What follows belongs to an exercise in optimizing a design on an open flow for small area and a short achievable clock period; a production flow would make more cautious choices.
At most, simulation tests tie the RTL to the original design; equivalence was not proved.
Function not checked in runs 3 and 4: the RTL went through the layout flow alone.
Power is estimated from default activity; no workload was simulated.

==> flow/design.v <==
package seq_pkg;
  localparam int unsigned NrVInsn = 8;
  typedef logic [$clog2(NrVInsn)-1:0] vid_t;
  localparam int unsigned NrVRegs = 32;
  typedef logic [$clog2(NrVRegs)-1:0] vreg_t;
  typedef logic [NrVInsn-1:0] vmask_t;
  localparam vreg_t VMaskReg = vreg_t'(0);
  localparam int unsigned NrUnits = 5;
  typedef enum logic [2:0] {
    UNIT_ALU,
    UNIT_MFPU,
    UNIT_LOAD,
    UNIT_STORE,
    UNIT_SLIDE
  } unit_e;
  localparam int unsigned CntWidth = 3;
  localparam logic [NrUnits*CntWidth-1:0] UnitQueueDepth = {3'd2, 3'd2, 3'd2, 3'd4, 3'd4};
  typedef enum logic [3:0] {
    VADD       = 4'd0,
    VSUB       = 4'd1,
    VAND       = 4'd2,
    VMUL       = 4'd3,
    VFADD      = 4'd4,
    VLE        = 4'd5,
    VSE        = 4'd6,
    VSLIDEUP   = 4'd7,
    VSLIDEDOWN = 4'd8,
    VMVXS      = 4'd9
  } op_e;
  function automatic logic [2:0] unit_of(input op_e op);
    logic [2:0] sel;
    case (op)
      VADD, VSUB, VAND    : sel = UNIT_ALU;
      VMUL, VFADD         : sel = UNIT_MFPU;
      VLE                 : sel = UNIT_LOAD;
      VSE                 : sel = UNIT_STORE;
      VSLIDEUP, VSLIDEDOWN,
      VMVXS               : sel = UNIT_SLIDE;
      default             : sel = UNIT_ALU;
    endcase
    unit_of = sel;
  endfunction
  typedef struct packed {
    logic [15-$clog2(NrVRegs):0] pad;
    vreg_t                     vs1;
  } vs1_field_t;
  typedef union packed {
    vs1_field_t         vreg;
    logic signed [15:0] imm;
  } operand_u;
  typedef struct packed {
    op_e      op;
    vreg_t    vd;
    logic     use_vd;
    vreg_t    vs2;
    logic     use_vs2;
    operand_u operand;
    logic     use_vs1;
    logic     use_scalar;
    logic     vm;
  } seq_req_t;
  typedef struct packed {
    vid_t     id;
    op_e      op;
    unit_e    unit;
    vreg_t    vd;
    logic     use_vd;
    vreg_t    vs2;
    logic     use_vs2;
    operand_u operand;
    logic     use_vs1;
    logic     use_scalar;
    logic     vm;
    vmask_t   hazard_vs1;
    vmask_t   hazard_vs2;
    vmask_t   hazard_vm;
    vmask_t   hazard_vd;
  } pe_req_t;
  typedef struct packed {
    logic [31:0] resp;
    logic        error;
    logic [15:0] error_vl;
  } seq_resp_t;
endpackage
`timescale 1ns/1ps
module seq_g_xor2 (input logic a, b, output logic y);
  assign y = a ^ b;
endmodule
module seq_g_nor2 (input logic a, b, output logic y);
  assign y = ~(a | b);
endmodule
module seq_g_nor3 (input logic a, b, c, output logic y);
  assign y = ~(a | b | c);
endmodule
module seq_g_nand2 (input logic a, b, output logic y);
  assign y = ~(a & b);
endmodule
module seq_g_nand3 (input logic a, b, c, output logic y);
  assign y = ~(a & b & c);
endmodule
module seq_g_nand4 (input logic a, b, c, d, output logic y);
  assign y = ~(a & b & c & d);
endmodule
module seq_vd_nmatch (
  input  logic [4:0] reg_i,
  input  logic [4:0] vd_i,
  input  logic       live_n_i,
  output logic       nmatch_o
);
  logic [4:0] diff;
  logic       lo_same, hi_same;
  for (genvar b = 0; b < 5; b++) begin : gen_diff
    seq_g_xor2 u_x (.a(reg_i[b]), .b(vd_i[b]), .y(diff[b]));
  end
  seq_g_nor3  u_lo (.a(diff[0]), .b(diff[1]), .c(diff[2]), .y(lo_same));
  seq_g_nor3  u_hi (.a(diff[3]), .b(diff[4]), .c(live_n_i), .y(hi_same));
  seq_g_nand2 u_m  (.a(lo_same), .b(hi_same), .y(nmatch_o));
endmodule
module seq_vd_nzero (
  input  logic [4:0] vd_i,
  input  logic       live_n_i,
  output logic       nmatch_o
);
  logic lo_zero, hi_zero;
  seq_g_nor3  u_lo (.a(vd_i[0]), .b(vd_i[1]), .c(vd_i[2]), .y(lo_zero));
  seq_g_nor3  u_hi (.a(vd_i[3]), .b(vd_i[4]), .c(live_n_i), .y(hi_zero));
  seq_g_nand2 u_m  (.a(lo_zero), .b(hi_zero), .y(nmatch_o));
endmodule
module seq_vd_grp (
  input  logic [24:0] nmatch_i,
  output logic [7:0]  grp_o
);
  seq_g_nand4 u_g0 (.a(nmatch_i[0]), .b(nmatch_i[1]), .c(nmatch_i[2]), .d(nmatch_i[3]), .y(grp_o[0]));
  for (genvar g = 1; g < 8; g++) begin : gen_grp
    seq_g_nand3 u_g (.a(nmatch_i[3*g+1]), .b(nmatch_i[3*g+2]), .c(nmatch_i[3*g+3]), .y(grp_o[g]));
  end
endmodule
module seq_ready (
  input  logic [7:0] grp_i,
  input  logic       take_n_i,
  input  logic       other_take_n_i,
  output logic       ready_o
);
  logic [3:0] quiet;
  logic       take_clear_n;
  seq_g_nor2  u_q0 (.a(grp_i[0]), .b(grp_i[1]), .y(quiet[0]));
  seq_g_nor2  u_q1 (.a(grp_i[2]), .b(grp_i[3]), .y(quiet[1]));
  seq_g_nor2  u_q2 (.a(grp_i[4]), .b(grp_i[5]), .y(quiet[2]));
  seq_g_nor3  u_q3 (.a(grp_i[6]), .b(grp_i[7]), .c(take_n_i), .y(quiet[3]));
  seq_g_nand4 u_tc (.a(quiet[0]), .b(quiet[1]), .c(quiet[2]), .d(quiet[3]), .y(take_clear_n));
  seq_g_nand2 u_out (.a(take_clear_n), .b(other_take_n_i), .y(ready_o));
endmodule
module seq_take (
  input  logic [3:0] op_i,
  input  logic       valid_i,
  input  logic       pe_ready_i,
  input  logic       pe_valid_i,
  input  logic       idle_i,
  input  logic       vid_full_i,
  input  logic       room_alu_i,
  input  logic       room_mfpu_i,
  input  logic       room_slide_i,
  output logic       take_o
);
  logic room_ok;
  always_comb begin
    case (op_i)
      4'd3, 4'd4:             room_ok = room_mfpu_i;
      4'd7, 4'd8:             room_ok = room_slide_i;
      4'd5, 4'd6, 4'd9:       room_ok = 1'b0;
      default:                room_ok = room_alu_i;
    endcase
  end
  assign take_o = room_ok & valid_i & idle_i & ~vid_full_i & (pe_ready_i | ~pe_valid_i);
endmodule
`timescale 1ns/1ps
import seq_pkg::*;
module vector_sequencer (
  input  logic                                   clk_i,
  input  logic                                   rst_ni,
  input  seq_pkg::seq_req_t                      seq_req_i,
  input  logic                                   seq_req_valid_i,
  output logic                                   seq_req_ready_o,
  output seq_pkg::seq_resp_t                     seq_resp_o,
  output logic                                   seq_resp_valid_o,
  output seq_pkg::pe_req_t                       pe_req_o,
  output logic                                   pe_req_valid_o,
  input  logic                                   pe_req_ready_i,
  input  logic [seq_pkg::NrUnits-1:0][seq_pkg::NrVInsn-1:0] pe_done_i,
  input  logic                                   addrgen_ack_i,
  input  logic                                   addrgen_error_i,
  input  logic [15:0]                            addrgen_error_vl_i,
  input  logic [31:0]                            scalar_resp_i,
  input  logic                                   scalar_resp_valid_i,
  output logic                                   scalar_resp_ready_o,
  output logic                                   seq_idle_o,
  output seq_pkg::vmask_t                        running_o,
  output logic [seq_pkg::NrVInsn-1:0][seq_pkg::NrVInsn-1:0] global_hazard_table_o
);
  logic [3:0] op;
  logic [4:0] vd, vs2, vs1;
  logic       use_vd, rd1, rd2, rdm;
  assign op     = seq_req_i[34:31];
  assign vd     = seq_req_i[30:26];
  assign use_vd = seq_req_i[25];
  assign vs2    = seq_req_i[24:20];
  assign rd2    = seq_req_i[19];
  assign vs1    = seq_req_i[7:3];
  assign rd1    = seq_req_i[2] & ~seq_req_i[1];
  assign rdm    = ~seq_req_i[0];
  logic [2:0] unit, unit_q;
  logic [3:0] op_q;
  always_comb begin
    case (op)
      4'd3, 4'd4:       unit = 3'd1;
      4'd5:             unit = 3'd2;
      4'd6:             unit = 3'd3;
      4'd7, 4'd8, 4'd9: unit = 3'd4;
      default:          unit = 3'd0;
    endcase
    case (op_q)
      4'd3, 4'd4:       unit_q = 3'd1;
      4'd5:             unit_q = 3'd2;
      4'd6:             unit_q = 3'd3;
      4'd7, 4'd8, 4'd9: unit_q = 3'd4;
      default:          unit_q = 3'd0;
    endcase
  end
  logic [7:0] running_q, done_any, nv_oh, issue_oh;
  logic [2:0] next_vid;
  logic       issue, vid_full;
  always_comb begin
    for (int i = 0; i < 8; i++) begin
      done_any[i] = pe_done_i[0][i] | pe_done_i[1][i] | pe_done_i[2][i] |
                    pe_done_i[3][i] | pe_done_i[4][i];
    end
  end
  always_comb begin
    nv_oh    = '0;
    next_vid = '0;
    for (int i = 7; i >= 0; i--) begin
      if (!running_q[i]) begin
        nv_oh    = '0;
        nv_oh[i] = 1'b1;
        next_vid = i[2:0];
      end
    end
  end
  assign vid_full = &running_q;
  assign issue_oh = issue ? nv_oh : 8'h00;
  always_ff @(posedge clk_i or negedge rst_ni) begin
    if (!rst_ni) running_q <= '0;
    else         running_q <= (running_q & ~done_any) | issue_oh;
  end
  assign running_o  = running_q;
  assign seq_idle_o = ~|running_q;
  logic [7:0][4:0] rvd_q, rs1_q, rs2_q;
  logic [7:0]      wf_q, f1_q, f2_q, fm_q;
  logic [7:0]      haz_waw, haz_war, haz_r1, haz_r2, haz_rm;
  logic [7:0]      clr_w, clr_1, clr_2, clr_m;
  logic [7:0] nm_w, nm_1, nm_2;
  logic       nm_z, vd_hit;
  logic [7:0] vd_grp;
  for (genvar j = 0; j < 8; j++) begin : gen_vd_cmp
    seq_vd_nmatch u_w (.reg_i(rvd_q[j]), .vd_i(vd), .live_n_i(~(running_q[j] & wf_q[j])), .nmatch_o(nm_w[j]));
    seq_vd_nmatch u_1 (.reg_i(rs1_q[j]), .vd_i(vd), .live_n_i(~(running_q[j] & f1_q[j])), .nmatch_o(nm_1[j]));
    seq_vd_nmatch u_2 (.reg_i(rs2_q[j]), .vd_i(vd), .live_n_i(~(running_q[j] & f2_q[j])), .nmatch_o(nm_2[j]));
  end
  seq_vd_nzero u_z (.vd_i(vd), .live_n_i(~|(running_q & fm_q)), .nmatch_o(nm_z));
  seq_vd_grp u_grp (.nmatch_i({nm_z, nm_2, nm_1, nm_w}), .grp_o(vd_grp));
  assign vd_hit = |vd_grp;
  always_comb begin
    for (int j = 0; j < 8; j++) begin
      haz_waw[j] = ~nm_w[j];
      haz_war[j] = ~nm_1[j] | ~nm_2[j] | (running_q[j] & fm_q[j] & (vd == 5'd0));
      haz_r1[j]  = running_q[j] & wf_q[j] & (rvd_q[j] == vs1);
      haz_r2[j]  = running_q[j] & wf_q[j] & (rvd_q[j] == vs2);
      haz_rm[j]  = running_q[j] & wf_q[j] & (rvd_q[j] == 5'd0);
      clr_w[j] = use_vd & ~nm_w[j];
      clr_1[j] = (rd1 & (rs1_q[j] == vs1)) | (rd2 & (rs1_q[j] == vs2)) |
                 (rdm & (rs1_q[j] == 5'd0));
      clr_2[j] = (rd1 & (rs2_q[j] == vs1)) | (rd2 & (rs2_q[j] == vs2)) |
                 (rdm & (rs2_q[j] == 5'd0));
      clr_m[j] = rdm | (rd1 & (vs1 == 5'd0)) | (rd2 & (vs2 == 5'd0));
    end
  end
  logic [7:0] war, hazard_vs1, hazard_vs2, hazard_vm, hazard_vd;
  assign war        = use_vd ? haz_war : 8'h00;
  assign hazard_vd  = use_vd ? haz_waw : 8'h00;
  assign hazard_vs1 = war | (rd1 ? haz_r1 : 8'h00);
  assign hazard_vs2 = war | (rd2 ? haz_r2 : 8'h00);
  assign hazard_vm  = war | (rdm ? haz_rm : 8'h00);
  always_ff @(posedge clk_i) begin
    for (int j = 0; j < 8; j++) begin
      if (!running_q[j]) begin
        rvd_q[j] <= vd;
        rs1_q[j] <= vs1;
        rs2_q[j] <= vs2;
        wf_q[j]  <= use_vd;
        f1_q[j]  <= rd1;
        f2_q[j]  <= rd2;
        fm_q[j]  <= rdm;
      end else if (issue) begin
        if (clr_w[j]) wf_q[j] <= 1'b0;
        if (clr_1[j]) f1_q[j] <= 1'b0;
        if (clr_2[j]) f2_q[j] <= 1'b0;
        if (clr_m[j]) fm_q[j] <= 1'b0;
      end
    end
  end
  logic [7:0][7:0] tbl_q;
  logic [7:0]      haz_all;
  assign haz_all = hazard_vs1 | hazard_vs2 | hazard_vm | hazard_vd;
  for (genvar i = 0; i < 8; i++) begin : gen_tbl_row
    for (genvar j = 0; j < 8; j++) begin : gen_tbl_col
      if (i == j) begin : gen_diag
        assign tbl_q[i][j] = 1'b0;
      end else begin : gen_bit
        always_ff @(posedge clk_i or negedge rst_ni) begin
          if (!rst_ni) tbl_q[i][j] <= 1'b0;
          else         tbl_q[i][j] <= (issue_oh[i] ? haz_all[j] : tbl_q[i][j]) & ~done_any[j];
        end
      end
    end
  end
  assign global_hazard_table_o = tbl_q;
  logic [3:0] occ0_q, occ1_q;
  logic [1:0] occ2_q, occ3_q, occ4_q;
  logic [4:0] up, down, room;
  always_comb begin
    for (int u = 0; u < 5; u++) begin
      up[u]   = issue & (unit == 3'(u));
      down[u] = |pe_done_i[u];
    end
  end
  always_ff @(posedge clk_i or negedge rst_ni) begin
    if (!rst_ni) begin
      occ0_q <= '0;
      occ1_q <= '0;
      occ2_q <= '0;
      occ3_q <= '0;
      occ4_q <= '0;
    end else begin
      occ0_q <= up[0] ? (down[0] ? occ0_q : {occ0_q[2:0], 1'b1}) : (down[0] ? {1'b0, occ0_q[3:1]} : occ0_q);
      occ1_q <= up[1] ? (down[1] ? occ1_q : {occ1_q[2:0], 1'b1}) : (down[1] ? {1'b0, occ1_q[3:1]} : occ1_q);
      occ2_q <= up[2] ? (down[2] ? occ2_q : {occ2_q[0], 1'b1})   : (down[2] ? {1'b0, occ2_q[1]}   : occ2_q);
      occ3_q <= up[3] ? (down[3] ? occ3_q : {occ3_q[0], 1'b1})   : (down[3] ? {1'b0, occ3_q[1]}   : occ3_q);
      occ4_q <= up[4] ? (down[4] ? occ4_q : {occ4_q[0], 1'b1})   : (down[4] ? {1'b0, occ4_q[1]}   : occ4_q);
    end
  end
  assign room = {~occ4_q[1], ~occ3_q[1], ~occ2_q[1], ~occ1_q[3], ~occ0_q[3]};
  logic wait_mem_q, wait_scal_q, idle_st, stalled, no_vec_src, blocked;
  logic is_mem, is_scal, pe_valid_q;
  assign idle_st    = ~wait_mem_q & ~wait_scal_q;
  logic mem_done, scal_done;
  assign mem_done  = wait_mem_q & addrgen_ack_i;
  assign scal_done = wait_scal_q & scalar_resp_valid_i;
  assign stalled    = pe_valid_q & ~pe_req_ready_i;
  assign no_vec_src = ~rd1 & ~rd2 & ~rdm;
  assign blocked    = no_vec_src & use_vd & vd_hit;
  assign is_mem     = (op == 4'd5) | (op == 4'd6);
  assign is_scal    = (op == 4'd9);
  assign issue = idle_st & seq_req_valid_i & ~stalled & ~vid_full &
                 room[unit] & ~blocked;
  logic take;
  seq_take u_take (
    .op_i         (op),
    .valid_i      (seq_req_valid_i),
    .pe_ready_i   (pe_req_ready_i),
    .pe_valid_i   (pe_valid_q),
    .idle_i       (idle_st),
    .vid_full_i   (vid_full),
    .room_alu_i   (room[0]),
    .room_mfpu_i  (room[1]),
    .room_slide_i (room[4]),
    .take_o       (take)
  );
  seq_ready u_ready (
    .grp_i          (vd_grp),
    .take_n_i       (~take),
    .other_take_n_i (~((idle_st & ~seq_req_valid_i & ~stalled) | mem_done | scal_done |
                       (take & ~(no_vec_src & use_vd)))),
    .ready_o        (seq_req_ready_o)
  );
  assign seq_resp_valid_o    = mem_done | scal_done;
  assign scalar_resp_ready_o = scal_done;
  assign seq_resp_o.resp     = wait_scal_q ? scalar_resp_i : 32'd0;
  assign seq_resp_o.error    = wait_mem_q & addrgen_error_i;
  assign seq_resp_o.error_vl = wait_mem_q ? addrgen_error_vl_i : 16'd0;
  always_ff @(posedge clk_i or negedge rst_ni) begin
    if (!rst_ni) begin
      wait_mem_q  <= 1'b0;
      wait_scal_q <= 1'b0;
      pe_valid_q  <= 1'b0;
    end else begin
      wait_mem_q  <= (wait_mem_q & ~addrgen_ack_i) | (issue & is_mem);
      wait_scal_q <= (wait_scal_q & ~scalar_resp_valid_i) | (issue & is_scal);
      pe_valid_q  <= stalled | issue;
    end
  end
  assign pe_req_valid_o = pe_valid_q;
  logic [2:0]  id_q;
  logic [30:0] fields_q;
  logic [31:0] haz_q;
  always_ff @(posedge clk_i) begin
    if (!stalled) begin
      id_q     <= next_vid;
      op_q     <= op;
      fields_q <= seq_req_i[30:0];
      haz_q    <= {hazard_vs1, hazard_vs2, hazard_vm, hazard_vd};
    end
  end
  assign pe_req_o = {id_q, op_q, unit_q, fields_q, haz_q};
endmodule
==> flow/flow/run.sh <==
#!/bin/bash
# Standard ORFS layout, with plain buffers on the ports instead of the
# delay buffers buffer_ports picks by default, and a clock tree without
# dummy loads.
set -euo pipefail
export BUFFER_PORTS_ARGS="-buffer_cell sky130_fd_sc_hd__buf_1"
export CTS_ARGS="-sink_clustering_enable -repair_clock_nets -dont_use_dummy_load -buf_list sky130_fd_sc_hd__clkbuf_8 -sink_clustering_size 20 -sink_clustering_max_diameter 50"
export SETUP_MOVE_SEQUENCE="unbuffer,sizeup,swap,clone,split"
bash standard.sh finish > flow_standard.log 2>&1
==> flow/standard.sh <==
#!/bin/bash
# synth_recipe.tcl (not shown) runs the flow's synth.tcl, then flattens the netlist and writes it again
# the make line also repeats each setting of config.mk as NAME=value (left out here)
make -C /OpenROAD-flow-scripts/flow DESIGN_CONFIG=/design/flow/config.mk WORK_HOME=/design/flow/orfs CLKGATE_MAP_FILE= SYNTH_SCRIPT=/design/flow/synth_recipe.tcl "${@:-finish}"
==> flow/config.mk <==
export PLATFORM = sky130hd
export DESIGN_NAME = vector_sequencer
export DESIGN_NICKNAME = vector_sequencer
export VERILOG_FILES = /design/flow/design.v
export SDC_FILE = /design/flow/constraint.sdc
export NUM_CORES = 4
export LEC_CHECK = 0
export CAP_MARGIN = 20
export CORE_MARGIN = 2
export CORE_UTILIZATION = 60
export PLACE_DENSITY = 0.7
export SETUP_SLACK_MARGIN = 4.5
export SLEW_MARGIN = 20
export SYNTH_HIERARCHICAL = 1
==> flow/constraint.sdc <==
create_clock -name core_clock -period 9.0 [get_ports {clk_i}]
set_input_delay 1.8000 -clock core_clock [delete_from_list [all_inputs] [get_ports {clk_i}]]
set_output_delay 1.8000 -clock core_clock [all_outputs]
set_load 0.01 [all_outputs]
==> results by group, run 1 <==
Detailed routing
  • DRT Pass-1 Iters: 7
  • WL/cell: 23.9 um
  • Via density: 6.13
  • Routed WL: 53200 um
  • DR DRC count: 0
  • Drt first-iter violations: 1368
  • Vias: 13659
  • Post-DRT Antenna Nets: 0

Critical path
  • Critical Path RT: 7.20 ns
  • Crit path buf inv count: 3
  • CP max stage cell: nor3_2
  • CP arrival: 3.19 ns
  • CP Launch Type: primary input
  • Most frequent CP cell: nor3_2
  • Top cell family by delay on the critical path: simple AND/OR/NAND/NOR gates
  • Critical path type: in -> out
  • Worst path cell trace: clkbuf_16 > buf_16 > xor2_2 > nor3_2 > nand2_2 > nand3_2 > nor3_2 > nand4_1 > nand2_1 > buf_6
  • Crit Path Max Fanout: 6
  • CP Capture Type: output port
  • Max incr delay on CP: 0.25 ns

Run status
  • Outcome: timing/DRC/antenna clean

STA
  • Fmax: 201 MHz
  • Hold Slack: 0.470 ns
  • Tcrit/Tclk final: 55.4%
  • Worst setup margin: 4.01 ns
  • Post-Route Setup TNS: 0 ns
  • RSZ-0062 raised after global routing: yes
  • Setup violators final: 0
  • Fin. max-slew vios: 0
  • Minimum clock period: 4.99 ns
  • Worst Clk Skew: 0.0786 ns
  • Worst rel slew slack: 26.3%
  • Hold Vio Cnt, Final: 0
  • Worst-Margin Slew: 1.10 ns

Die
  • Die H: 172 um
  • Core ar.: 27800 sq um
  • Row cnt: 61
  • Initial Utilization: 60.9%
  • # IOs: 329
  • Die Width: 172 um
  • Total die area: 29600 sq um

Global routing
  • Largest net degree at the start of global routing: 82
  • Number of global-route vias before repair: 12815
  • First-pass GRT wire length: 77700 um
  • Initial antenna violation count: 2
  • All-Layer GR Usage: 35.6%
  • Remaining global-route overflow: 0

Synthesis
  • Commonest register cell after synthesis: edfxtp_1
  • Mean Syn Cell Area: 11.1 sq um
  • Cell taking the most area after synthesis: edfxtp_1
  • Synth top area share: 39.4%
  • Post-synthesis sequential area ratio: 51.3%
  • Netlist cell types: 60
  • Post-Synthesis Cell Area: 16900 sq um
  • Number of flops mapped to enable cells by yosys: 222
  • Synth warn: 15
  • Largest cells by area after synthesis: edfxtp_1 39%, xor2_1 16%, dfrtp_1 12%, nand2_1 3.2%, nor3_2 3.1%
  • FF+latch count, synth: 303
  • Share of synthesized registers carrying an async set or reset: 26.7%
  • Post-Synthesis Cells: 1519

Run
  • Max-cap violation count: 0

Placement
  • Placed Instances: 2171
  • Gpl congestion: 0.915
  • Dpl ws: 3.22 ns
  • IO buf count: 320
  • Placed inst area: 18500 sq um
  • Final HPWL DP: 32600 um

Worst hold path
  • Hold crit path type: reg -> reg

CTS
  • CTS root buf: clkbuf_8
  • H-tree Lvls: 2
  • Worst-Skew Late Latency: 0.56 ns
  • CTS tree: yes
  • Clock buffer count from CTS: 34
  • CTS clk-pin slew, worst paths: 0.09 ns
  • Sinks on Clock Net: 303
  • Setup bufs post-CTS: 0
  • Clock buffer depth: 3

Power
  • Pwr Density: 147 nW/um^2
  • Leakage: 7.90 nW
  • Peak VDD IR: 135 uV
  • Total Power: 2.97 mW

Finish
  • Most frequent cells in the layout: 298 x buf_1, 254 x xor2_1, 222 x edfxtp_1
  • Layout cells sized above 1: 13.9%
  • Post-route design area: 20200 sq um
  • Register area: 8700 sq um
  • Commonest non-fill, non-tap cell in the layout: buf_1
  • Nets: 1980
  • Area occupied by multi-input gates: 8260 sq um
  • Final core occ: 72.8%
  • Fin cells: 2227
  • Filler Cells Inserted: 2017
  • Layout area overhead: 19.4%
[cell families (layout without fill, tap and decap cells)]
group / count (synthesis) / in the layout / synth area share, %
AND/OR/NAND/NOR: 539 / 540 / 18.1
XOR/XNOR: 364 / 364 / 18.8
flip-flops: 303 / 303 / 51.3
AO/OA/AOI/OAI: 163 / 163 / 6.42
buffers and inverters: 113 / 434 / 3.09
multiplexers: 36 / 36 / 2.15
other: 1 / 9 / 0.0221
[registers in the layout, summed over array words and instances, names as in the netlist]
register,flops
wf_q,8
rs1_q,40
global_hazard_table_o,56
rs2_q,40
occ4_q,2
haz_q,32
occ0_q,4
wait_scal_q,1
occ3_q,2
occ2_q,2
op_q,4
f2_q,8
fields_q,31
wait_mem_q,1
id_q,3
pe_valid_q,1
occ1_q,4
fm_q,8
f1_q,8
running_q,8
rvd_q,40
[metal layers]
metal,track usage [%],wire length (um),vias up
met2,58.1,25300,794
met3,5.95,4650,166
met5,0,8,-
li1,-,-,6002
met4,15.5,2120,2
met1,47.3,21100,6695
[power by group]
part / switching [mW] / leakage (nW) / internal [mW]
combinational: 0.301 / 4.17 / 0.197
sequential: 0.0879 / 3.49 / 1.60
clock: 0.453 / 0.244 / 0.337
total: 0.842 / 7.90 / 2.13
[Yosys stat by module, one instance, submodules excluded, a selection]
module / times used / flip-flops and latches / cells inside / area (sq um)
vector_sequencer: 1 / 303 / 1296 / 15100
seq_take: 1 / 0 / 14 / 101
seq_g_nor3: 51 / 0 / 1 / 10.0
seq_g_xor2: 120 / 0 / 1 / 8.76
seq_g_nand4: 2 / 0 / 1 / 6.26
seq_g_nand3: 7 / 0 / 1 / 5.00
seq_g_nand2: 26 / 0 / 1 / 3.75
seq_g_nor2: 3 / 0 / 1 / 3.75
[cell usage after synthesis (18+ instances only)]
master    number
clkbuf_1      33
nor2_1        54
and2_1        51
a31oi_1       18
dfrtp_1       81
buf_2         37
nor3_2        52
nand3_1       71
nor4_1        50
o31ai_1       23
inv_1         30
or4_1         42
nand2_1      143
xor2_1       305
xnor2_1       59
edfxtp_1     222
mux2i_1       33
nor2b_1       19
o21ai_0       55
[area by class of cell]
class                      instances  share of cell area (%)
timing repair buffer             370                    10.9
tap                              378                    2.34
clock buffer                      34                    2.32
multi-input combinational       1111                    40.9
sequential                       303                    43.0
inverter                          30                   0.557
antenna                            1                  0.0124
[path summary, 6_finish.rpt]
kind,startpoint,cells past startpoint,slack [ns],end
max in group asynchronous,rst_ni,2,6.98,occ1_q[1]
max reg2reg,running_q[0],12,4.76,global_hazard_table_o[35]
min in group asynchronous,rst_ni,2,1.37,global_hazard_table_o[56]
max,seq_req_i[28],10,4.01,seq_req_ready_o
min reg2reg,occ1_q[1],1,0.47,occ1_q[2]
min,occ1_q[1],1,0.47,occ1_q[2]
[repair_timing]
action / in CTS / in global routing
resized for setup: 116 / 29
pin swaps: 38 / 17
cloned: 20 / 1
hold buffers: 0 / 0
setup endpoints to repair: 109 / 114
==> run 2: changes to the inputs <==
--- a/flow/config.mk
+++ b/flow/config.mk
@@ -8,6 +8,6 @@
 export CAP_MARGIN = 20
 export CORE_MARGIN = 2
-export CORE_UTILIZATION = 60
-export PLACE_DENSITY = 0.7
+export CORE_UTILIZATION = 70
+export PLACE_DENSITY = 0.8
 export SETUP_SLACK_MARGIN = 4.5
 export SLEW_MARGIN = 20
==> results by group, run 2 <==
Run status
  • Outcome: timing/DRC/antenna clean

CTS
  • CTS clk-pin slew, worst paths: 0.10 ns
  • CTS tree: yes
  • Worst-Skew Late Latency: 0.66 ns
  • Clock buffer depth: 3
  • Clock buffer count from CTS: 30
  • CTS root buf: clkbuf_8
  • H-tree Lvls: 1
  • Sinks on Clock Net: 303
  • Setup bufs post-CTS: 0

Finish
  • Register area: 8700 sq um
  • Layout area overhead: 16.7%
  • Most frequent cells in the layout: 298 x buf_1, 261 x xor2_1, 222 x edfxtp_1
  • Max FFs per register: 56
  • Area occupied by multi-input gates: 8220 sq um
  • Layout cells sized above 1: 12.3%
  • Filler Cells Inserted: 1292
  • Commonest non-fill, non-tap cell in the layout: buf_1
  • Nets: 1963

Synthesis
  • Post-Synthesis Cell Area: 16900 sq um
  • Synth warn: 15
  • Synth top area share: 39.4%
  • Largest cells by area after synthesis: edfxtp_1 39%, xor2_1 16%, dfrtp_1 12%, nand2_1 3.2%, nor3_2 3.1%
  • Mean Syn Cell Area: 11.1 sq um
  • Post-synthesis sequential area ratio: 51.3%
  • Post-Synthesis Cells: 1519
  • Cell taking the most area after synthesis: edfxtp_1
  • Share of synthesized registers carrying an async set or reset: 26.7%
  • Synth cell count leaders: 305 x xor2_1, 222 x edfxtp_1, 143 x nand2_1, 81 x dfrtp_1, 71 x nand3_1
  • Number of flops mapped to enable cells by yosys: 222
  • FF+latch count, synth: 303
  • Top-count cell post-synth: xor2_1
  • Commonest register cell after synthesis: edfxtp_1
  • Netlist cell types: 60

Power
  • Peak VDD IR: 207 uV
  • Total Power: 2.94 mW
  • Leakage: 7.69 nW
  • Pwr Density: 149 nW/um^2

Detailed routing
  • DRT Pass-1 Iters: 5
  • Drt first-iter violations: 1971
  • Post-DRT Antenna Nets: 0
  • DR DRC count: 0
  • WL/cell: 26.5 um
  • Vias: 14413
  • Routed WL: 56900 um
  • Via density: 6.70

STA
  • RSZ-0062 raised after global routing: yes
  • Setup violators final: 0
  • Worst rel slew slack: 23.4%
  • Hold Vio Cnt, Final: 0
  • Fin. max-slew vios: 0
  • Worst-Margin Slew: 1.15 ns
  • Tcrit/Tclk final: 57.5%
  • Worst Clk Skew: 0.0989 ns
  • Post-Route Setup TNS: 0 ns
  • Minimum clock period: 5.18 ns
  • Fmax: 193 MHz

Worst hold path
  • Hold crit path type: reg -> reg
  • Hold Crit Start: occ1_q[2]

Critical path
  • FF-to-FF Start: running_q[7]
  • Crit path from: seq_req_i[27]
  • CP Launch Type: primary input
  • CP Capture Type: output port
  • Critical path type: in -> out
  • Crit Path Max Fanout: 9
  • Critical Path RT: 7.20 ns
  • CP arrival: 3.38 ns

Global routing
  • Largest net degree at the start of global routing: 82
  • Initial antenna violation count: 4
  • All-Layer GR Usage: 43.3%
  • Number of global-route vias before repair: 14274
  • Remaining global-route overflow: 0
  • First-pass GRT wire length: 84000 um

Placement
  • Gpl congestion: 1.03
  • IO buf count: 320
  • Final HPWL DP: 33700 um

Die
  • Total die area: 25400 sq um
  • Die H: 160 um
  • Die Width: 160 um
  • Initial Utilization: 71.7%
  • # IOs: 329
  • Row cnt: 56
  • Core ar.: 23600 sq um

Run
  • Max-cap violation count: 0
==> run 2: worst max-delay path: stages <==
cell	delay [ns]
clkbuf_8	0.17
buf_12	0.20
xor2_4	0.19
nor3_2	0.07
nand2_1	0.09
nand4_1	0.22
nor2_1	0.22
nand4_1	0.16
nand2_1	0.12
buf_6	0.12
==> run 2: report_power, final <==
group	internal [mW]	switching [mW]
Sequential	1.60	0.0899
Combinational	0.187	0.322
Clock	0.295	0.453
==> run 2: what timing repair did <==
item | 4_1_cts | 5_1_grt
hold buffers | 0 | 0
cloned | 13 | 3
setup endpoints to repair | 102 | 104
pin swaps | 17 | 8
gates resized for setup | 101 | 19
==> run 2: metrics by stage <==
step                util [%]  hold slack [ns]  cells  area [sq um]  worst slack (ns)
finish                  83.7            0.485   2152         19800              3.82
floorplan                  -            0.474   1526         17000              4.32
global route            83.7            0.508   2151         19800              3.85
CTS                     82.9            0.490   2147         19600              4.02
global placement        77.7            0.480   2104         18400              3.54
detailed placement      77.7            0.489   2104         18400              3.39
==> run 2: cell type report <==
cell class                 count  share of cell area, %
sequential                   303                   44.0
multi-input combinational   1112                   41.6
timing repair buffer         356                   9.72
clock buffer                  30                   2.09
tap                          319                   2.02
inverter                      30                  0.570
antenna                        2                 0.0253
==> run 2: cell families after synthesis <==
kind of cell / count (synthesis) / synth area share (%)
simple gates: 539 / 18.1
other cells: 1 / 0.0221
buf+inv: 113 / 3.09
mux: 36 / 2.15
xor+xnor: 364 / 18.8
flops: 303 / 51.3
compound gates: 163 / 6.42
==> run 2: Yosys stat by module, one instance, submodules excluded, a selection <==
module,copies in the design,flops+latches
vector_sequencer,1,303
seq_g_nand2,26,0
seq_g_nor2,3,0
seq_take,1,0
seq_g_nand3,7,0
seq_g_nand4,2,0
seq_g_xor2,120,0
seq_g_nor3,51,0
==> run 2: final timing paths <==
kind                                             end  slack [ns]  cells past startpoint
setup / recovery                     seq_req_ready_o        3.82                     10
hold / removal                             occ1_q[3]        0.48                      1
setup reg to reg           global_hazard_table_o[39]        4.82                     12
hold reg to reg                            occ1_q[3]        0.48                      1
max in group asynchronous               running_q[1]        7.21                      1
min in group asynchronous  global_hazard_table_o[12]        1.22                      1
==> run 2: per-layer routing <==
| metal | vias to the layer above | global-route usage [%] | wire (um) |
|---|---|---|---|
| met5 | - | 0 | 22 |
| met4 | 4 | 24.3 | 3670 |
| met3 | 311 | 8.80 | 6890 |
| met2 | 1217 | 68.9 | 26400 |
| met1 | 6912 | 56.1 | 20000 |
| li1 | 5969 | - | - |
==> run 3: changes to the inputs <==
--- a/flow/design.v
+++ b/flow/design.v
@@ -174,4 +174,41 @@
   assign take_o = room_ok & valid_i & idle_i & ~vid_full_i & (pe_ready_i | ~pe_valid_i);
 endmodule
+module seq_cand (
+  input  logic [3:0] op_i,
+  input  logic       valid_i,
+  input  logic       pe_ready_i,
+  input  logic       pe_valid_i,
+  input  logic       idle_i,
+  input  logic       vid_full_i,
+  input  logic [4:0] room_i,
+  output logic       cand_o
+);
+  logic room_ok;
+  always_comb begin
+    case (op_i)
+      4'd3, 4'd4:       room_ok = room_i[1];
+      4'd5:             room_ok = room_i[2];
+      4'd6:             room_ok = room_i[3];
+      4'd7, 4'd8, 4'd9: room_ok = room_i[4];
+      default:          room_ok = room_i[0];
+    endcase
+  end
+  assign cand_o = room_ok & valid_i & idle_i & ~vid_full_i & (pe_ready_i | ~pe_valid_i);
+endmodule
+module seq_issue (
+  input  logic [7:0] grp_i,
+  input  logic       cand_n_i,
+  input  logic       cand_free_n_i,
+  output logic       issue_o
+);
+  logic [3:0] quiet;
+  logic       cand_clear_n;
+  seq_g_nor2  u_q0 (.a(grp_i[0]), .b(grp_i[1]), .y(quiet[0]));
+  seq_g_nor2  u_q1 (.a(grp_i[2]), .b(grp_i[3]), .y(quiet[1]));
+  seq_g_nor2  u_q2 (.a(grp_i[4]), .b(grp_i[5]), .y(quiet[2]));
+  seq_g_nor3  u_q3 (.a(grp_i[6]), .b(grp_i[7]), .c(cand_n_i), .y(quiet[3]));
+  seq_g_nand4 u_cc (.a(quiet[0]), .b(quiet[1]), .c(quiet[2]), .d(quiet[3]), .y(cand_clear_n));
+  seq_g_nand2 u_out (.a(cand_clear_n), .b(cand_free_n_i), .y(issue_o));
+endmodule
 `timescale 1ns/1ps
 import seq_pkg::*;
@@ -249,10 +286,18 @@
   assign vid_full = &running_q;
   assign issue_oh = issue ? nv_oh : 8'h00;
+  logic [7:0] running_d;
+  logic       idle_q;
+  assign running_d = (running_q & ~done_any) | issue_oh;
   always_ff @(posedge clk_i or negedge rst_ni) begin
-    if (!rst_ni) running_q <= '0;
-    else         running_q <= (running_q & ~done_any) | issue_oh;
+    if (!rst_ni) begin
+      running_q <= '0;
+      idle_q    <= 1'b1;
+    end else begin
+      running_q <= running_d;
+      idle_q    <= ~|running_d;
+    end
   end
   assign running_o  = running_q;
-  assign seq_idle_o = ~|running_q;
+  assign seq_idle_o = idle_q;
   logic [7:0][4:0] rvd_q, rs1_q, rs2_q;
   logic [7:0]      wf_q, f1_q, f2_q, fm_q;
@@ -260,5 +305,5 @@
   logic [7:0]      clr_w, clr_1, clr_2, clr_m;
   logic [7:0] nm_w, nm_1, nm_2;
-  logic       nm_z, vd_hit;
+  logic       nm_z;
   logic [7:0] vd_grp;
   for (genvar j = 0; j < 8; j++) begin : gen_vd_cmp
@@ -269,5 +314,4 @@
   seq_vd_nzero u_z (.vd_i(vd), .live_n_i(~|(running_q & fm_q)), .nmatch_o(nm_z));
   seq_vd_grp u_grp (.nmatch_i({nm_z, nm_2, nm_1, nm_w}), .grp_o(vd_grp));
-  assign vd_hit = |vd_grp;
   always_comb begin
     for (int j = 0; j < 8; j++) begin
@@ -350,5 +394,5 @@
   end
   assign room = {~occ4_q[1], ~occ3_q[1], ~occ2_q[1], ~occ1_q[3], ~occ0_q[3]};
-  logic wait_mem_q, wait_scal_q, idle_st, stalled, no_vec_src, blocked;
+  logic wait_mem_q, wait_scal_q, idle_st, stalled, no_vec_src;
   logic is_mem, is_scal, pe_valid_q;
   assign idle_st    = ~wait_mem_q & ~wait_scal_q;
@@ -358,9 +402,23 @@
   assign stalled    = pe_valid_q & ~pe_req_ready_i;
   assign no_vec_src = ~rd1 & ~rd2 & ~rdm;
-  assign blocked    = no_vec_src & use_vd & vd_hit;
   assign is_mem     = (op == 4'd5) | (op == 4'd6);
   assign is_scal    = (op == 4'd9);
-  assign issue = idle_st & seq_req_valid_i & ~stalled & ~vid_full &
-                 room[unit] & ~blocked;
+  logic cand;
+  seq_cand u_cand (
+    .op_i       (op),
+    .valid_i    (seq_req_valid_i),
+    .pe_ready_i (pe_req_ready_i),
+    .pe_valid_i (pe_valid_q),
+    .idle_i     (idle_st),
+    .vid_full_i (vid_full),
+    .room_i     (room),
+    .cand_o     (cand)
+  );
+  seq_issue u_issue (
+    .grp_i         (vd_grp),
+    .cand_n_i      (~cand),
+    .cand_free_n_i (~(cand & ~(no_vec_src & use_vd))),
+    .issue_o       (issue)
+  );
   logic take;
   seq_take u_take (
--- a/flow/config.mk
+++ b/flow/config.mk
@@ -8,6 +8,6 @@
 export CAP_MARGIN = 20
 export CORE_MARGIN = 2
-export CORE_UTILIZATION = 70
-export PLACE_DENSITY = 0.8
+export CORE_UTILIZATION = 60
+export PLACE_DENSITY = 0.7
 export SETUP_SLACK_MARGIN = 4.5
 export SLEW_MARGIN = 20
==> results by group, run 3 <==
Detailed routing
  • DR DRC count: 0
  • Drt first-iter violations: 1259
  • DRT Pass-1 Iters: 8
  • WL/cell: 25.1 um
  • Via density: 6.14
  • Vias: 13929
  • Routed WL: 57000 um
  • Post-DRT Antenna Nets: 0

Power
  • Pwr Density: 153 nW/um^2
  • Peak VDD IR: 144 uV
  • Leakage: 7.46 nW

Critical path
  • CP arrival: 3.19 ns
  • Reg2Reg Depth: 13
  • CP Launch Type: primary input
  • Critical Path RT: 7.20 ns
  • Critical path type: in -> out
  • CP Capture Type: output port
  • Crit Path Max Fanout: 7

Synthesis
  • FF+latch count, synth: 304
  • Mean Syn Cell Area: 11.1 sq um
  • Number of flops mapped to enable cells by yosys: 222
  • Post-Synthesis Cells: 1549
  • Commonest register cell after synthesis: edfxtp_1
  • Top-count cell post-synth: edfxtp_1
  • Cell taking the most area after synthesis: edfxtp_1
  • Netlist cell types: 69
  • Post-Synthesis Cell Area: 17200 sq um
  • Synth cell count leaders: 222 x edfxtp_1, 204 x xor2_1, 162 x xnor2_1, 122 x nand2_1, 113 x nor2_1
  • Synth top area share: 38.7%
  • Post-synthesis sequential area ratio: 50.6%
  • Share of synthesized registers carrying an async set or reset: 27.0%
  • Largest cells by area after synthesis: edfxtp_1 39%, dfrtp_1 12%, xor2_1 10%, xnor2_1 8.2%, nor3_2 3.2%
  • Synth warn: 16

Die
  • Core ar.: 28500 sq um
  • Row cnt: 62
  • # IOs: 329
  • Die H: 173 um
  • Total die area: 30100 sq um
  • Initial Utilization: 60.5%
  • Die Width: 173 um

Worst hold path
  • Hold path cells: 2
  • Hold crit path type: reg -> reg

CTS
  • CTS root buf: clkbuf_8
  • Sinks on Clock Net: 304
  • Clock buffer count from CTS: 36
  • Clock buffer depth: 3
  • Setup bufs post-CTS: 0
  • H-tree Lvls: 2
  • CTS tree: yes
  • CTS clk-pin slew, worst paths: 0.04 ns
  • Worst-Skew Late Latency: 0.56 ns

STA
  • Hold Vio Cnt, Final: 0
  • Worst-Margin Slew: 1.06 ns
  • Fin. max-slew vios: 0
  • Hold Slack: 0.491 ns
  • Fmax: 200 MHz
  • Worst rel slew slack: 29.4%
  • Minimum clock period: 4.99 ns
  • RSZ-0062 raised after global routing: yes
  • Worst Clk Skew: 0.0562 ns
  • Tcrit/Tclk final: 55.5%
  • Setup violators final: 0
  • Post-Route Setup TNS: 0 ns

Finish
  • Layout cells sized above 1: 16.9%
  • Most frequent cells in the layout: 298 x buf_1, 222 x edfxtp_1, 162 x xnor2_1
  • Commonest non-fill, non-tap cell in the layout: buf_1
  • Max FFs per register: 56
  • Layout area overhead: 20.3%
  • Nets: 2015
  • Register area: 8720 sq um
  • Filler Cells Inserted: 2062
  • Area occupied by multi-input gates: 8500 sq um

Global routing
  • Remaining global-route overflow: 0
  • First-pass GRT wire length: 84100 um
  • All-Layer GR Usage: 37.4%
  • Initial antenna violation count: 3
  • Largest net degree at the start of global routing: 83
  • Number of global-route vias before repair: 13718

Placement
  • Final HPWL DP: 35500 um
  • IO buf count: 320
  • Gpl congestion: 0.921

Run
  • Max-cap violation count: 0

Run status
  • Outcome: timing/DRC/antenna clean
run 3: cell types whose count changed after synthesis, moves of 18 or more:
cell      before  now
nand4_1       12   51
nor4_1        50   25
xor2_1       305  204
o31ai_1       23    4
nor2_1        54  113
nand3_1       71   23
a211oi_2       0   38
xnor2_1       59  162
nand2_1      143  122
o21ai_0       55   37
nor3_1        11   44
mux2i_1       33    1
run 3: cell families after synthesis:
family                 count (synthesis)  synth area share (%)
AND/OR/NAND/NOR                      585                  19.4
multiplexers                           3                 0.189
flip-flops                           304                  50.6
AO/OA/AOI/OAI                        169                  7.73
other                                  1                0.0218
buffers and inverters                121                  3.43
XOR/XNOR                             366                  18.6
run 3: worst paths after layout:
kind | start | endpoint | slack, ns
setup / recovery | seq_req_i[27] | seq_req_ready_o | 4.01
hold / removal | occ2_q[1] | occ2_q[1] | 0.49
setup reg to reg | running_q[0] | global_hazard_table_o[57] | 4.89
hold reg to reg | occ2_q[1] | occ2_q[1] | 0.49
max in group asynchronous | rst_ni | global_hazard_table_o[12] | 7.22
min in group asynchronous | rst_ni | global_hazard_table_o[51] | 1.29
run 3: modules after synthesis, one instance, submodules excluded, a selection:
module / flops+latches / cells inside / times used / area (sq um)
seq_cand: 0 / 15 / 1 / 106
seq_g_nand2: 0 / 1 / 27 / 3.75
seq_g_nand3: 0 / 1 / 7 / 5.00
seq_g_nand4: 0 / 1 / 3 / 6.26
seq_g_nor2: 0 / 1 / 6 / 3.75
seq_g_nor3: 0 / 1 / 52 / 10.0
seq_g_xor2: 0 / 1 / 120 / 8.76
seq_take: 0 / 14 / 1 / 101
vector_sequencer: 304 / 1305 / 1 / 15300
run 3: worst max-delay path: stages:
cell and delay (ns):
clkbuf_16 0.17, buf_16 0.17, xor2_1 0.18, nor3_2 0.07, nand2_1 0.12, nand3_2 0.13
nor2_1 0.15, nand4_1 0.12, nand2_2 0.14, buf_6 0.12
run 3: report_power, final:
part | internal, mW | total [mW] | switching, mW
clock | 0.356 | 0.814 | 0.458
combinational | 0.244 | 0.609 | 0.365
sequential | 1.63 | 1.74 | 0.106
run 3: cell type report:
type                    instances  share of cell area (%)
diodes                          2                  0.0242
clock buffers                  36                    2.39
inverters                      28                   0.507
multi-input cells            1132                    41.0
flip-flops and latches        304                    42.1
well taps                     384                    2.32
repair buffers                383                    11.6
run 3: repair_timing:
action | CTS | global route
hold buffers | 0 | 0
cloned | 23 | 1
endpoints found under the setup margin | 55 | 24
pin swaps | 58 | 17
resized for setup | 134 | 17
run 3: metal layers:
layer  track usage, %  share of wire [%]  routed length (um)
met1             48.0                 38               21800
met2             61.1                 47               26900
met3             6.64                8.8                5040
met4             19.4                5.8                3290
met5                0                  0                   0
run 3: metrics by stage:
stage          std cells  util (%)  setup slack, ns  cell area [sq um]  total power [mW]
2_1_floorplan       1556         -             4.42              17300              2.08
3_3_place_gp        2206      66.0             3.51              18800              2.27
3_5_place_dp        2207      66.1             3.43              18800              2.28
4_1_cts             2266      72.3             4.06              20600              3.15
5_1_grt             2269      72.7             3.98              20700              3.28
6_report            2269      72.7             4.01              20700              3.16
==> run 4: changes to the inputs <==
--- a/flow/config.mk
+++ b/flow/config.mk
@@ -10,5 +10,5 @@
 export CORE_UTILIZATION = 60
 export PLACE_DENSITY = 0.7
-export SETUP_SLACK_MARGIN = 4.5
+export SETUP_SLACK_MARGIN = 4.0
 export SLEW_MARGIN = 20
 export SYNTH_HIERARCHICAL = 1
==> results by group, run 4 <==
Run status
  • Outcome: timing/DRC/antenna clean

STA
  • Worst rel slew slack: 31.0%
  • Worst-Margin Slew: 1.03 ns
  • Setup violators final: 0
  • RSZ-0062 raised after global routing: yes
  • Hold Vio Cnt, Final: 0
  • Fin. max-slew vios: 0
  • Worst Clk Skew: 0.0582 ns
  • Hold Slack: 0.488 ns
  • Minimum clock period: 5.10 ns
  • Tcrit/Tclk final: 56.7%
  • Post-Route Setup TNS: 0 ns
  • Fmax: 196 MHz

Detailed routing
  • DR DRC count: 0
  • Post-DRT Antenna Nets: 0
  • WL/cell: 25.2 um
  • Routed WL: 56900 um
  • DRT Pass-1 Iters: 5
  • Drt first-iter violations: 1554
  • Via density: 6.22
  • Vias: 14060

Synthesis
  • Netlist cell types: 69
  • Top-count cell post-synth: edfxtp_1
  • Largest cells by area after synthesis: edfxtp_1 39%, dfrtp_1 12%, xor2_1 10%, xnor2_1 8.2%, nor3_2 3.2%
  • Synth cell count leaders: 222 x edfxtp_1, 204 x xor2_1, 162 x xnor2_1, 122 x nand2_1, 113 x nor2_1
  • Share of synthesized registers carrying an async set or reset: 27.0%
  • FF+latch count, synth: 304
  • Cell taking the most area after synthesis: edfxtp_1
  • Mean Syn Cell Area: 11.1 sq um
  • Number of flops mapped to enable cells by yosys: 222
  • Post-synthesis sequential area ratio: 50.6%
  • Post-Synthesis Cell Area: 17200 sq um
  • Commonest register cell after synthesis: edfxtp_1
  • Synth warn: 16
  • Synth top area share: 38.7%
  • Post-Synthesis Cells: 1549

Die
  • Total die area: 30100 sq um
  • Die Width: 173 um
  • Core ar.: 28500 sq um
  • Initial Utilization: 60.5%
  • Die H: 173 um
  • # IOs: 329
  • Row cnt: 62

Critical path
  • Critical path type: in -> out
  • Worst path cell trace: clkbuf_16 > buf_12 > xor2_2 > nor3_2 > nand2_1 > nand3_2 > nor3_2 > nand4_1 > nand2_2 > buf_6
  • Most frequent CP cell: nor3_2
  • CP Launch Type: primary input
  • CP Capture Type: output port
  • Critical Path RT: 7.20 ns
  • Max incr delay on CP: 0.20 ns
  • R2R Setup Slk: 4.64 ns
  • Crit Path Max Fanout: 5
  • Crit path buf inv count: 3
  • Top cell family by delay on the critical path: simple AND/OR/NAND/NOR gates
  • CP max stage cell: xor2_2
  • CP arrival: 3.30 ns

Power
  • Leakage: 7.38 nW
  • Peak VDD IR: 142 uV
  • Pwr Density: 155 nW/um^2

Run
  • Max-cap violation count: 0

CTS
  • Setup bufs post-CTS: 0
  • Clock buffer count from CTS: 37
  • Clock buffer depth: 3
  • Sinks on Clock Net: 304
  • Worst-Skew Late Latency: 0.56 ns
  • CTS clk-pin slew, worst paths: 0.04 ns
  • CTS root buf: clkbuf_8
  • H-tree Lvls: 2
  • CTS tree: yes

Placement
  • Final HPWL DP: 35200 um
  • Placed Instances: 2206
  • Gpl congestion: 1.00
  • IO buf count: 320

Finish
  • Register area: 8720 sq um
  • Nets: 2010
  • N_diodes: 0
  • Area occupied by multi-input gates: 8420 sq um
  • Filler Cells Inserted: 2116
  • Most frequent cells in the layout: 298 x buf_1, 222 x edfxtp_1, 162 x xnor2_1, 162 x xor2_1, 111 x nor2_1
  • Commonest non-fill, non-tap cell in the layout: buf_1
  • Fin cells: 2262
  • Final core occ: 72.1%
  • Layout cells sized above 1: 16.3%
  • Layout area overhead: 19.1%
  • Max FFs per register: 56

Global routing
  • Initial antenna violation count: 0
  • First-pass GRT wire length: 85200 um
  • Largest net degree at the start of global routing: 83
  • All-Layer GR Usage: 37.4%
  • Remaining global-route overflow: 0
  • Number of global-route vias before repair: 13997

Worst hold path
  • Hold crit path type: reg -> reg
==> run 4: modules after synthesis, one instance, submodules excluded, a selection <==
module / cells inside / flops+latches / cell area, sq um
vector_sequencer: 1305 / 304 / 15300
seq_cand: 15 / 0 / 106
seq_take: 14 / 0 / 101
seq_g_nor3: 1 / 0 / 10.0
seq_g_xor2: 1 / 0 / 8.76
seq_g_nand4: 1 / 0 / 6.26
seq_g_nand3: 1 / 0 / 5.00
seq_g_nand2: 1 / 0 / 3.75
seq_g_nor2: 1 / 0 / 3.75
==> run 4: tightest hold or removal path: stages (launching register included) <==
cell	delay, ns
dfrtp_1	0.34
nand2_1	0.05
o31ai_1	0.06
==> run 4: final timing paths <==
check | from | end | cells after the start
setup / recovery | seq_req_i[30] | seq_req_ready_o | 10
hold / removal | occ2_q[1] | occ2_q[1] | 2
setup reg to reg | running_q[0] | f1_q[7] | 12
hold reg to reg | occ2_q[1] | occ2_q[1] | 2
max in group asynchronous | rst_ni | global_hazard_table_o[14] | 2
min in group asynchronous | rst_ni | global_hazard_table_o[37] | 2
==> run 4: power breakdown <==
part           total, mW  switching [mW]  internal [mW]  leakage (nW)
Combinational      0.603           0.366          0.236          3.64
Sequential          1.74           0.103           1.63          3.48
Clock              0.836           0.470          0.366         0.266
==> run 4: logic make-up (layout without fill, tap and decap cells) <==
family          count (synthesis)  count (layout)  synth area share, %
xor+xnor                      366             366                 18.6
flops                         304             304                 50.6
buf+inv                       121             443                 3.43
simple gates                  585             585                 19.4
mux                             3               3                0.189
other cells                     1               8               0.0218
compound gates                169             169                 7.73
==> run 4: cell type report <==
type / count / area share [%]
well taps: 384 / 2.34
repair buffers: 378 / 11.1
inverters: 28 / 0.512
clock buffers: 37 / 2.48
flip-flops and latches: 304 / 42.5
multi-input cells: 1131 / 41.1
==> run 4: timing repair <==
item,4_1_cts,5_1_grt
pin swaps,32,9
resized for setup,116,24
setup endpoints to repair,1,1
hold buffers,0,0
gates cloned,17,2
==> run 4: layer usage <==
metal | global-route usage, % | routed length, um
met2 | 60.5 | 27300
met3 | 7.15 | 5170
met4 | 17.5 | 2430
met1 | 49.2 | 22000
met5 | 0 | 0
==> run 4: stage by stage <==
stage          power [mW]  cell area [sq um]  setup slack [ns]
6_report             3.17              20500              3.90
5_1_grt              3.29              20500              3.82
4_1_cts              3.16              20300              3.93
3_5_place_dp         2.29              18800              3.42
3_3_place_gp         2.27              18800              3.49
2_1_floorplan        2.08              17300              4.01

## afterwards: timing with drivers on the ports
How much do the figures lean on ideal ports? The routed layouts below were timed once more, with nothing changed but the port constraints.
Step 1: set_driving_cell puts a clkbuf_16 on clk_i and a buf_2 on each other input, an assumption about the parent block.
Step 2 also shifts input and output timing later by t, the mid clock arrival at the registers, as if the neighbouring blocks saw the same clock.
Slacks: ideal / step 1 / step 2; pairs: ideal / step 1.
run | t (ns) | slack for setup (ns) | latest minus earliest clock arrival (ns) | cell pins on the clock port's net
run 1 | 0.563 | 4.013 / 3.957 / 3.637 | 0.080 / 0.080 | 1
run 2 | 0.654 | 3.825 / 3.775 / 3.688 | 0.099 / 0.099 | 1
run 3 | 0.587 | 4.006 / 3.955 / 3.955 | 0.056 / 0.056 | 1
run 4 | 0.585 | 3.901 / 3.826 / 3.826 | 0.058 / 0.058 | 1
After both steps setup and hold are still met in every run listed. The setup slack of run 1, which loses most, moves by -0.056 ns with the drivers and by -0.376 ns with both steps.
